Context: an optimization exercise on an open-source flow, tuned for small area, a short achievable clock period and few clock cycles per item. The choices shown serve that exercise and are no tape-out recipe.
Only simulation tests tie the RTL to the original design; equivalence was not proved.

== v6 ==
// jam
module jam (
	input  logic                    clk,
	input  logic                    rst_n,
	input  logic                    in_valid,
	input  jam_types_pkg::cost_t    in_cost,
	output logic                    out_valid,
	output jam_types_pkg::out_job_t out_job,
	output jam_types_pkg::total_t   out_cost
);
clock: 9.0 ns
lec_check: 0
abc_area: 1
cap_margin: 20
core_margin: 2
core_utilization: 45
setup_slack_margin: 5
slew_margin: 20
run.sh (not shown) runs the stock make flow with config.mk's settings and CLKGATE_MAP_FILE= SYNTH_SCRIPT=/design/flow/synth_recipe.tcl, a recipe that flattens the netlist after the stock synthesis.
v6 has completed all stages; timing, DRC and antenna checks passed.
Testbench counts of v6, summed over its fixed seeds: cycles 2,632, items 24.
The inputs of v7 differ from those of v6 as listed below.
--- a/flow/design.v
+++ b/flow/design.v
@@ -71,36 +71,27 @@
 		lt8 = g3[1] | (~l3[1] & g3[0]);
 	endfunction
 	function automatic logic [2:0] enc8(input logic [7:0] oh);
 		enc8[0] = oh[1] | oh[3] | oh[5] | oh[7];
 		enc8[1] = oh[2] | oh[3] | oh[6] | oh[7];
 		enc8[2] = oh[4] | oh[5] | oh[6] | oh[7];
 	endfunction
 	logic [5:0]   lcnt;
 	logic         ldone;
 	logic [447:0] amat;
 	logic         load_en;
-	logic         iv_q;
-	logic [6:0]   ic_q;
-	always_ff @(posedge clk or negedge rst_n) begin
-		if (!rst_n) iv_q <= 1'b0;
-		else        iv_q <= in_valid;
-	end
-	always_ff @(posedge clk) begin
-		ic_q <= in_cost;
-	end
-	assign load_en = iv_q && !ldone;
+	assign load_en = in_valid && !ldone;
 	for (genvar k = 0; k < 64; k++) begin : g_store
 		always_ff @(posedge clk) begin
 			if (load_en && lcnt == 6'(k)) begin
-				amat[k*7 +: 7] <= ic_q;
+				amat[k*7 +: 7] <= in_cost;
 			end
 		end
 	end
 	logic [2:0]  est;
 	logic [2:0]  ph;        
 	logic        first;     
 	logic [7:0]  jn;        
 	logic [2:0]  jnb;       
 	logic [6:0]  D;         
 	logic [9:0]  tot;       
 	logic [2:0]  jc;        
@@ -183,23 +174,23 @@
 		endcase
 		case (r1)
 			3'd0: rowv = amat[  0 +: 56];
 			3'd1: rowv = amat[ 56 +: 56];
 			3'd2: rowv = amat[112 +: 56];
 			3'd3: rowv = amat[168 +: 56];
 			3'd4: rowv = amat[224 +: 56];
 			3'd5: rowv = amat[280 +: 56];
 			3'd6: rowv = amat[336 +: 56];
 			default: rowv = amat[392 +: 56];
 		endcase
-		if (lastin && r1 == lcnt[5:3]) rowv[55:49] = ic_q;
+		if (lastin && r1 == lcnt[5:3]) rowv[55:49] = in_cost;
 	end
 	always_ff @(posedge clk) begin
 		rowv_q <= rowv;
 		K_q    <= K1;
 		tr1    <= (est == E_TS) ? tcnt[2:0] : 3'd0;
 	end
 	logic [9:0]  cand [8];
 	logic [7:0]  lt;
 	logic [7:0]  tz;
 	logic [7:0]  dnew [8];
 	for (genvar j = 0; j < 8; j++) begin : g_s2
[summary]
Final critical-path required period on v7 is behind v6. NOTE cell area after layout v6->v7 decreased slightly. Relative to v6, minimum setup slack among reg-to-reg paths has decreased by 50 ps in v7. Sort v7 and v6 by count of non-filler cells in the finished layout asc -> top: v7. v6 → v7: flip-flop and latch count now smaller, total wirelength of the detailed-routed design shows a reduction of 1300 um, clock buffer count picked up an extra 1, fraction of the cycle the final worst path needs climbed 0.55 points. Changes observed in v7 relative to v6: multi-input logic area rose by 190 um^2; starting density of the core stayed essentially flat; relative max-transition margin fell by 1.2 points. The part of the Yosys area used for sequential elements on v6 is in line with that on v7.
Testbench counts of v7, summed over its fixed seeds: cycles 2,608, items 24.

--- another note on this design; it stands on its own ---

before:
## jam
module jam (
	input  logic                    clk,
	input  logic                    rst_n,
	input  logic                    in_valid,
	input  jam_types_pkg::cost_t    in_cost,
	output logic                    out_valid,
	output jam_types_pkg::out_job_t out_job,
	output jam_types_pkg::total_t   out_cost
);
Size: roughly 6300 cells after synthesis, about 970 flip-flops, about 0.058 mm2 of cells after synthesis.
export LEC_CHECK = 0
export ABC_AREA = 1
export CAP_MARGIN = 20
export CORE_MARGIN = 2
export CORE_UTILIZATION = 55
export PLACE_DENSITY = 0.75
export SETUP_SLACK_MARGIN = 5
export SLEW_MARGIN = 20
create_clock -name core_clock -period 9.0 [get_ports {clk}]
run.sh (not shown) runs the stock make flow with config.mk's settings and CLKGATE_MAP_FILE= SYNTH_SCRIPT=/design/flow/synth_recipe.tcl, a recipe that flattens the netlist after the stock synthesis.
Testbench counts of before, summed over its fixed seeds: cycles 2,608, items 24.
#### Input delta (after over before)
- CORE_UTILIZATION: 55 -> 45
- SETUP_SLACK_MARGIN: 5 -> 4.5
## What came out
- [compare] base=before new=after: longest individual stage delay on the worst path shows a reduction of 0.07 ns, final weighted congestion of routability-driven global placement shows no meaningful change.
- Floorplan die height up 10% in after wrt before
- before → after: post-detailed-routing wire length grew by 1.0%; hold buffer count at CTS held steady; violation count after the first detailed-route iteration shrank by 11%; non-clock buffer count shrank by 61.
- Number of rows created at floorplan up 10% in after wrt before

---

job 101:
Starting RTL as in the previous note.
Design jam, start of the top module:
module jam (
	input  logic                    clk,
	input  logic                    rst_n,
	input  logic                    in_valid,
	input  jam_types_pkg::cost_t    in_cost,
	output logic                    out_valid,
	output jam_types_pkg::out_job_t out_job,
	output jam_types_pkg::total_t   out_cost
);
clock: 9.0 ns
lec_check: 0
abc_area: 1
cap_margin: 20
core_margin: 2
core_utilization: 45
place_density: 0.75
setup_slack_margin: 5
slew_margin: 20
Testbench counts of job 101, summed over its fixed seeds: cycles 2,608, items 24.
## Diff of input files: job 102 against job 101
- PLACE_DENSITY removed (was 0.75)
==> comparison <==
- Job 101 did not stop at any stage, and its layout met the timing, DRC and antenna checks.
- Job 102: done, clean on timing, DRC and antenna
- From job 101 to job 102 the numbers moved as follows: critical path depth went down by 10; mapped cell area was more or less identical; aggregate global-route resource usage went up by 0.58 points.
- Row slack of the critical path: job 102 lower / job 101 higher
- The run with more routed wire is job 102, not job 101.
- Job 102 vs job 101 — number of global-route vias before repair dropped 1,043.
- The critical path buffer and inverter count reported for job 102 is smaller than that of job 101 by 1.
- Buffer count excluding the clock tree in the final layout in job 102 vs job 101: down about 4%
- w[2][1] as the startpoint of the worst setup timing path was reported by job 101, and in_valid by job 102.

[what the ideal ports hide]
Ports are ideal in the flow. The routed layouts listed here were re-timed in OpenROAD. Step 1 sets driving cells, clkbuf_16 on the clock port and buf_2 on the other inputs (assumed; they add their load-dependent delay and slew). Step 2 also shifts input and output timing later by t, the mid clock arrival at the registers, as if the neighbouring blocks saw the same clock. Slacks: ideal / step 1 / step 2; pairs: ideal / step 1.
| run | t, ns | setup slack, ns | slew at the worst register clock pin (ns) | worst data-port slew with drivers (ns) | pins driven straight from the clock port |
|---|---|---|---|---|---|
| v6 | 0.814 | 5.035 / 5.035 / 5.035 | 0.07 / 0.07 | 0.03 | 1 |
| v7 | 0.805 | 4.985 / 4.985 / 4.348 | 0.07 / 0.07 | 0.06 | 1 |
| before | 0.780 | 4.991 / 4.991 / 4.358 | 0.07 / 0.07 | 0.03 | 1 |
| after | 0.817 | 4.647 / 4.647 / 4.202 | 0.07 / 0.07 | 0.10 | 1 |
| job 101 | 0.811 | 4.999 / 4.999 / 4.188 | 0.07 / 0.07 | 0.10 | 1 |
| job 102 | 0.806 | 4.962 / 4.966 / 4.160 | 0.07 / 0.07 | 0.07 | 1 |
After both steps setup and hold are still met in every run listed. The setup slack of job 101, which loses most, moves by 0.000 ns with the drivers and by -0.811 ns with both steps.
